What follows belongs to an exercise in optimizing a design on an open flow for small area, a short achievable clock period and few clock cycles per item; a production flow would make more cautious choices. The RTL was checked by simulation tests, not by an equivalence proof against the original design. Power is estimated from default activity; no workload was simulated.

// roberts_cross_gradient
module roberts_cross_gradient
#(
   parameter int MAX_WIDTH  = rcg_pkg::DEF_MAX_WIDTH,
   parameter int MAX_HEIGHT = rcg_pkg::DEF_MAX_HEIGHT
)(
   input  logic                     clock,
   input  logic                     reset,
   input  logic                     csr_wr_en,
   input  logic [rcg_pkg::CSR_WIDTH-1:0]     csr_wr_data,
   input  logic                     req_valid,
   output logic                     req_ready,
   input  logic [rcg_pkg::PIX_W-1:0]         req_pixel,
   input  logic                     req_start_of_frame,
   output logic                     rsp_valid,
   input  logic                     rsp_ready,
   output logic [rcg_pkg::ROW_W-1:0]         rsp_out_row,
   output logic [rcg_pkg::COL_W-1:0]         rsp_out_col,
   output logic signed [rcg_pkg::GRAD_W-1:0] rsp_diag_grad,
   output logic signed [rcg_pkg::GRAD_W-1:0] rsp_anti_grad,
   output logic [rcg_pkg::MAG_W-1:0]         rsp_magnitude,
   output logic                     rsp_last
);
For scale: roughly 7000 cells after synthesis, about 81 I/O pins.
clock: 7.0 ns
lec_check: 0
cap_margin: 20
core_margin: 2
core_utilization: 70
cts_cluster_diameter: 100
cts_cluster_size: 25
setup_slack_margin: 4.0
slew_margin: 20
run.sh (not shown) runs the stock make flow with config.mk's settings and CLKGATE_MAP_FILE= SYNTH_SCRIPT=/design/flow/synth_recipe.tcl, a recipe that flattens the netlist after the stock synthesis.
The starting point went through all stages and came out clean.
Testbench counts at the start, summed over its fixed seeds: cycles 20,259, items 17,628.
Edit:
--- a/flow/design.v
+++ b/flow/design.v
@@ -286,25 +286,23 @@
          c_c0 <= b_c0;
       end
       if (adv & c_v) begin
          lp  <= c_p;
          ulp <= c_u;
       end
    end
    logic                     p_v  [NST];
    logic                     p_z  [NST];
    logic                     p_c0 [NST];
-   logic [GRAD_W-1:0]        p_x  [NST];
-   logic [GRAD_W-1:0]        p_y  [NST];
+   logic signed [GRAD_W-1:0] p_x  [NST];
+   logic signed [GRAD_W-1:0] p_y  [NST];
    logic [7:0]               d_ax, d_ay;
-   assign d_ax = p_x[0][7:0];
-   assign d_ay = p_y[0][7:0];
    logic [16:0]              sq_r0, sq_r1, sq_r2, e_r0, e_r1, e_r2;
    logic [SQ_W-1:0]          e_s;
    rcg_sumsq u_sumsq (
       .a  (d_ax),
       .b  (d_ay),
       .r0 (sq_r0),
       .r1 (sq_r1),
       .r2 (sq_r2)
    );
    always_ff @(posedge clock) begin
@@ -312,28 +310,30 @@
          for (int k = 0; k < NST; k++) p_v[k] <= 1'b0;
       end else if (adv) begin
          p_v[0] <= c_v;
          for (int k = 1; k < NST; k++) p_v[k] <= p_v[k-1];
       end
    end
    always_ff @(posedge clock) begin
       if (adv) begin
          p_z[0]  <= c_z;
          p_c0[0] <= c_c0;
-         p_x[0]  <= (ulp >= c_p) ? {1'b0, ulp - c_p} : {1'b1, c_p - ulp};
-         p_y[0]  <= c_ge ? {1'b0, c_u - lp} : {1'b1, lp - c_u};
+         p_x[0]  <= $signed({1'b0, ulp}) - $signed({1'b0, c_p});
+         p_y[0]  <= $signed({1'b0, c_u}) - $signed({1'b0, lp});
          for (int k = 1; k < NST; k++) begin
             p_z[k]  <= p_z[k-1];
             p_c0[k] <= p_c0[k-1];
             p_x[k]  <= p_x[k-1];
             p_y[k]  <= p_y[k-1];
          end
+         d_ax <= (ulp >= c_p) ? ulp - c_p : c_p - ulp;
+         d_ay <= c_ge ? c_u - lp : lp - c_u;
          e_r0 <= sq_r0;
          e_r1 <= sq_r1;
          e_r2 <= sq_r2;
          e_s  <= SQ_W'(e_r0 + e_r1 + e_r2);
       end
    end
    logic [15:0] rem_c  [15];
    logic [13:0] root_c [15];
    logic [15:0] rem_q  [15];
    logic [13:0] root_q [15];
@@ -421,38 +421,33 @@
    logic [RW-1:0]   f_row, k_row;
    logic [CW-1:0]   f_col, k_col;
    logic signed [GRAD_W-1:0] f_diag, f_anti, k_diag, k_anti;
    logic [12:0]     k_mag;
    assign adv    = adv_ff;
    assign l_res  = adv & l_v & has_res;
    assign o_more = o_v & ~o_last;
    assign o_en   = ~o_v | rsp_ready;
    assign o_take = o_en & ~o_more;           
    assign adv_d  = k_v ? o_take : ~(l_res & ~o_take);
-   logic signed [GRAD_W-1:0] lx_pos, lx_neg, ly_pos, ly_neg;
    always_comb begin
-      lx_pos = p_x[LS][8] ? -$signed({1'b0, p_x[LS][7:0]}) : $signed({1'b0, p_x[LS][7:0]});
-      lx_neg = p_x[LS][8] ? $signed({1'b0, p_x[LS][7:0]}) : -$signed({1'b0, p_x[LS][7:0]});
-      ly_pos = p_y[LS][8] ? -$signed({1'b0, p_y[LS][7:0]}) : $signed({1'b0, p_y[LS][7:0]});
-      ly_neg = p_y[LS][8] ? $signed({1'b0, p_y[LS][7:0]}) : -$signed({1'b0, p_y[LS][7:0]});
       f_c1  = c1;
       f_row = r1 ? '0 : pos_r;
       f_col = c1 ? '0 : pos_c;
       if (r1) begin
          f_kind = c1 ? 2'd0 : 2'd1;
-         f_diag = c1 ? lx_neg : ly_neg;
-         f_anti = c1 ? ly_neg : lx_neg;
+         f_diag = c1 ? -p_x[LS] : -p_y[LS];
+         f_anti = c1 ? -p_y[LS] : -p_x[LS];
          f_last = 1'b0;
       end else begin
          f_kind = c1 ? 2'd2 : 2'd3;
-         f_diag = c1 ? ly_pos : lx_pos;
-         f_anti = c1 ? lx_pos : ly_pos;
+         f_diag = c1 ? p_y[LS] : p_x[LS];
+         f_anti = c1 ? p_x[LS] : p_y[LS];
          f_last = ~c1;
       end
    end
    always_ff @(posedge clock) begin
       if (reset) begin
          o_v    <= 1'b0;
          k_v    <= 1'b0;
          adv_ff <= 1'b1;
       end else begin
          if (o_en) o_v <= o_more | k_v | l_res;
Power came out lower by 0.65%.
Register-to-register slack hardly moves.
Via count is about the same.
Sequential power is about the same.
First-iteration DRC count shrinks by 2.1%.
Hold slack degrades by 0.0050 ns.
Synthesized area came out higher by 0.48%.
Testbench counts after the change, summed over its fixed seeds: cycles 20,259, items 17,628.

## JK
roberts_cross_gradient with an RTL version that a note above also has.
Size in the first run: ~3000 flip-flops, roughly 81 I/O pins.
export LEC_CHECK = 0
export CAP_MARGIN = 20
export CORE_MARGIN = 2
export CORE_UTILIZATION = 70
export CTS_CLUSTER_DIAMETER = 80
export CTS_CLUSTER_SIZE = 25
export SETUP_SLACK_MARGIN = 4.0
export SLEW_MARGIN = 20
create_clock -name core_clock -period 7.0 [get_ports {clock}]
Testbench counts of JK, summed over its fixed seeds: cycles 20,259, items 17,628.
For MS, these inputs were changed with respect to JK:
diff --git a/flow/design.v b/flow/design.v
--- a/flow/design.v
+++ b/flow/design.v
@@ -152,13 +152,12 @@
 );
    localparam int CW = $clog2(MAX_WIDTH);       
    localparam int RW = $clog2(MAX_HEIGHT);      
    localparam logic [13:0] CUT = 14'b11_1111_1111_1100;
    localparam int NST = 15;   
    logic adv;    
-   logic adv_d;  
    logic            rdy_ff, sk_v, sk_sof;
    logic [7:0]      sk_p;
    logic            a_v, a_z, a_c0;
    logic [7:0]      a_p;
    logic [CW-1:0]   a_col;
    logic            origin;
@@ -218,13 +217,13 @@
          a_c0  <= (ent_col == '0);
       end
    end
    logic [7:0]      line_mem [MAX_WIDTH];
    logic            b_v, b_z, b_c0;
    logic [7:0]      b_p;
-   logic [7:0]      b_pq [2];
+   logic [7:0]      b_pq [4];
    logic [15:0]     b_lq [4];
    logic [3:0]      b_g;
    logic [7:0]      grp [16];
    logic [7:0]      b_rq [4];
    always_comb begin
       for (int g = 0; g < 16; g++) begin
@@ -232,18 +231,13 @@
          for (int k = 0; k < 16; k++) grp[g] |= line_mem[16*g+k] & {8{b_lq[g/4][k]}};
       end
       for (int q = 0; q < 4; q++) begin
          b_rq[q] = '0;
          for (int g = 4*q; g < 4*q+4; g++) b_rq[q] |= grp[g] & {8{b_g[g%4]}};
       end
-      b_p = b_pq[0] | b_pq[1];
-   end
-   logic            wr_ff;
-   always_ff @(posedge clock) begin
-      if (reset) wr_ff <= 1'b0;
-      else       wr_ff <= adv_d & (adv ? a_v : b_v);
+      b_p = b_pq[0] | b_pq[1] | b_pq[2] | b_pq[3];
    end
    always_ff @(posedge clock) begin
       if (reset) begin
          b_v <= 1'b0;
          b_g <= '0;
       end else if (adv) begin
@@ -251,40 +245,33 @@
          b_g <= a_v ? 4'(1) << a_col[5:4] : '0;
       end
    end
    always_ff @(posedge clock) begin
       if (adv) begin
          for (int q = 0; q < 4; q++) begin
+            b_pq[q] <= (a_col[7:6] == 2'(q)) ? a_p : '0;
             b_lq[q] <= (a_col[7:6] == 2'(q)) ? 16'(1) << a_col[3:0] : '0;
          end
-         for (int h = 0; h < 2; h++) b_pq[h] <= (a_col[7] == 1'(h)) ? a_p : '0;
          b_z  <= a_z;
          b_c0 <= a_c0;
       end
       for (int i = 0; i < MAX_WIDTH; i++)
-         if (wr_ff & b_g[(i/16)%4] & b_lq[i/64][i%16]) line_mem[i] <= b_pq[i/128];
+         if (adv & b_g[(i/16)%4] & b_lq[i/64][i%16]) line_mem[i] <= b_pq[i/64];
    end
    logic            c_v, c_z, c_c0;
    logic [7:0]      c_p, c_u, lp, ulp;
    logic [7:0]      c_uq [4];
-   logic [3:0]      c_qs;          
-   logic            c_ge;          
-   assign c_u  = c_uq[0] | c_uq[1] | c_uq[2] | c_uq[3];
-   assign c_ge = (c_qs[0] & (c_uq[0] >= lp)) | (c_qs[1] & (c_uq[1] >= lp)) |
-                 (c_qs[2] & (c_uq[2] >= lp)) | (c_qs[3] & (c_uq[3] >= lp));
+   assign c_u = c_uq[0] | c_uq[1] | c_uq[2] | c_uq[3];
    always_ff @(posedge clock) begin
       if (reset) c_v <= 1'b0;
       else if (adv) c_v <= b_v;
    end
    always_ff @(posedge clock) begin
       if (adv) begin
          c_p  <= b_p;
-         for (int q = 0; q < 4; q++) begin
-            c_uq[q] <= b_rq[q];
-            c_qs[q] <= |b_lq[q];
-         end
+         for (int q = 0; q < 4; q++) c_uq[q] <= b_rq[q];
          c_z  <= b_z;
          c_c0 <= b_c0;
       end
       if (adv & c_v) begin
          lp  <= c_p;
          ulp <= c_u;
@@ -323,13 +310,13 @@
             p_z[k]  <= p_z[k-1];
             p_c0[k] <= p_c0[k-1];
             p_x[k]  <= p_x[k-1];
             p_y[k]  <= p_y[k-1];
          end
          d_ax <= (ulp >= c_p) ? ulp - c_p : c_p - ulp;
-         d_ay <= c_ge ? c_u - lp : lp - c_u;
+         d_ay <= (c_u >= lp) ? c_u - lp : lp - c_u;
          e_r0 <= sq_r0;
          e_r1 <= sq_r1;
          e_r2 <= sq_r2;
          e_s  <= SQ_W'(e_r0 + e_r1 + e_r2);
       end
    end
@@ -424,13 +411,12 @@
    logic [12:0]     k_mag;
    assign adv    = adv_ff;
    assign l_res  = adv & l_v & has_res;
    assign o_more = o_v & ~o_last;
    assign o_en   = ~o_v | rsp_ready;
    assign o_take = o_en & ~o_more;           
-   assign adv_d  = k_v ? o_take : ~(l_res & ~o_take);
    always_comb begin
       f_c1  = c1;
       f_row = r1 ? '0 : pos_r;
       f_col = c1 ? '0 : pos_c;
       if (r1) begin
          f_kind = c1 ? 2'd0 : 2'd1;
@@ -448,14 +434,19 @@
       if (reset) begin
          o_v    <= 1'b0;
          k_v    <= 1'b0;
          adv_ff <= 1'b1;
       end else begin
          if (o_en) o_v <= o_more | k_v | l_res;
-         k_v    <= ~adv_d;
-         adv_ff <= adv_d;
+         if (k_v) begin
+            k_v    <= ~o_take;
+            adv_ff <= o_take;
+         end else begin
+            k_v    <= l_res & ~o_take;
+            adv_ff <= ~(l_res & ~o_take);
+         end
       end
    end
    always_ff @(posedge clock) begin
       if (~k_v & l_res & ~o_take) begin
          k_kind <= f_kind;
          k_c1   <= f_c1;
==> comparison <==
Of MS and JK, the run reporting the lower number of unique standard cell types used by synthesis was MS. MS against JK: via count higher; clock transition at the register clock pins on the worst setup and hold paths after CTS saw little to no change; total power saw an increase; weighted congestion reported at the end of routability-driven placement fell 0.40%; signal arrival time at the worst endpoint shows an increase of 0.12 ns. | die extent in x | MS vs JK | ≈ equal |. As far as fraction of the mapped netlist area in simple logic gates is concerned, JK and MS perform about the same. Detailed route wirelength on metal2 shrinks by a few percent when moving from JK to MS.
Testbench counts of MS, summed over its fixed seeds: cycles 20,259, items 17,628.

Another version of the RTL of roberts_cross_gradient (not shown whole).
Size in the first run: ~81 I/O pins, ~120000 sq um of cells after synthesis.
clock: 7.0 ns
lec_check: 0
cap_margin: 20
core_margin: 2
core_utilization: 70
cts_cluster_diameter: 80
cts_cluster_size: 25
setup_slack_margin: 4.0
slew_margin: 20
The first run finished with timing, DRC and antenna clean.
Testbench counts at the start, summed over its fixed seeds: cycles 20,259, items 17,628.
==> next run, changes <==
--- a/flow/design.v
+++ b/flow/design.v
@@ -215,60 +215,59 @@
          a_p   <= src_p;
          a_z   <= ent_z;
          a_col <= ent_col;
          a_c0  <= (ent_col == '0);
       end
    end
    logic [7:0]      line_mem [MAX_WIDTH];
    logic            b_v, b_z, b_c0;
    logic [7:0]      b_p;
-   logic [7:0]      b_pq [2];
+   logic [7:0]      b_pq [4];
    logic [15:0]     b_lq [4];
    logic [3:0]      b_g;
    logic [7:0]      grp [16];
    logic [7:0]      b_rq [4];
    always_comb begin
       for (int g = 0; g < 16; g++) begin
          grp[g] = '0;
          for (int k = 0; k < 16; k++) grp[g] |= line_mem[16*g+k] & {8{b_lq[g/4][k]}};
       end
       for (int q = 0; q < 4; q++) begin
          b_rq[q] = '0;
          for (int g = 4*q; g < 4*q+4; g++) b_rq[q] |= grp[g] & {8{b_g[g%4]}};
       end
-      b_p = b_pq[0] | b_pq[1];
+      b_p = b_pq[0] | b_pq[1] | b_pq[2] | b_pq[3];
    end
-   logic [3:0]      b_gw;
+   logic            wr_ff;
    always_ff @(posedge clock) begin
-      if (reset)     b_gw <= '0;
-      else if (adv)  b_gw <= (adv_d & a_v) ? 4'(1) << a_col[5:4] : '0;
-      else           b_gw <= adv_d ? b_g : '0;
+      if (reset) wr_ff <= 1'b0;
+      else       wr_ff <= adv_d & (adv ? a_v : b_v);
    end
    always_ff @(posedge clock) begin
       if (reset) begin
          b_v <= 1'b0;
          b_g <= '0;
       end else if (adv) begin
          b_v <= a_v;
          b_g <= a_v ? 4'(1) << a_col[5:4] : '0;
       end
    end
    always_ff @(posedge clock) begin
       if (adv) begin
          for (int q = 0; q < 4; q++) begin
+            b_pq[q] <= (a_col[7:6] == 2'(q)) ? a_p : '0;
             b_lq[q] <= (a_col[7:6] == 2'(q)) ? 16'(1) << a_col[3:0] : '0;
          end
-         for (int h = 0; h < 2; h++) b_pq[h] <= (a_col[7] == 1'(h)) ? a_p : '0;
          b_z  <= a_z;
          b_c0 <= a_c0;
       end
       for (int i = 0; i < MAX_WIDTH; i++)
-         if (b_gw[(i/16)%4] & b_lq[i/64][i%16]) line_mem[i] <= b_pq[i/128];
+         if (wr_ff & b_g[(i/16)%4] & b_lq[i/64][i%16]) line_mem[i] <= b_pq[i/64];
    end
    logic            c_v, c_z, c_c0;
    logic [7:0]      c_p, c_u, lp, ulp;
    logic [7:0]      c_uq [4];
    logic [3:0]      c_qs;          
    logic            c_ge;          
    assign c_u  = c_uq[0] | c_uq[1] | c_uq[2] | c_uq[3];
    assign c_ge = (c_qs[0] & (c_uq[0] >= lp)) | (c_qs[1] & (c_uq[1] >= lp)) |
                  (c_qs[2] & (c_uq[2] >= lp)) | (c_qs[3] & (c_uq[3] >= lp));
Effect: Routed wire length rises by 1.8%; via count rises by about 2%; global-route usage rises by 0.40 points; maximum frequency falls by about 2%; flip-flop and latch count rises by 13.
Testbench counts after the change, summed over its fixed seeds: cycles 20,259, items 17,628.

## afterwards: timing with drivers on the ports
The results above use ideal ports. As a check the final layouts listed here were re-extracted and re-timed, cells and wires unchanged.
Step 1: set_driving_cell puts a clkbuf_16 on clock and a buf_2 on each other input, an assumption about the parent block.
Step 2 adds t to the input delays and takes it off the output delays; t is the mean of the earliest and latest rising clock arrival at the registers after step 1. Input paths then give back, and output paths get back, about the clock's delay inside the block.
Slacks: ideal ports / drivers / drivers and shift; pairs: ideal ports / drivers.
run	t (ns)	slack for setup (ns)	worst setup path after step 2	worst register clock-pin slew, ns	pins driven straight from the clock port
the first run of note 1	0.908	4.064 / 3.972 / 3.285	input to register	0.10 / 0.10	1
the second run of note 1	0.920	4.045 / 3.947 / 3.309	input to register	0.10 / 0.10	1
JK	0.909	4.048 / 3.972 / 3.304	input to register	0.10 / 0.10	1
MS	0.899	3.939 / 3.939 / 3.332	input to register	0.10 / 0.10	1
the first run of note 3	0.913	4.061 / 3.972 / 3.295	input to register	0.10 / 0.10	1
the second run of note 3	0.914	4.000 / 3.968 / 3.339	input to register	0.10 / 0.10	1
After both steps every run listed still meets setup and hold. For the first run of note 1, which loses most, drivers alone change the setup slack by -0.092 ns; drivers and shift together by -0.779 ns.
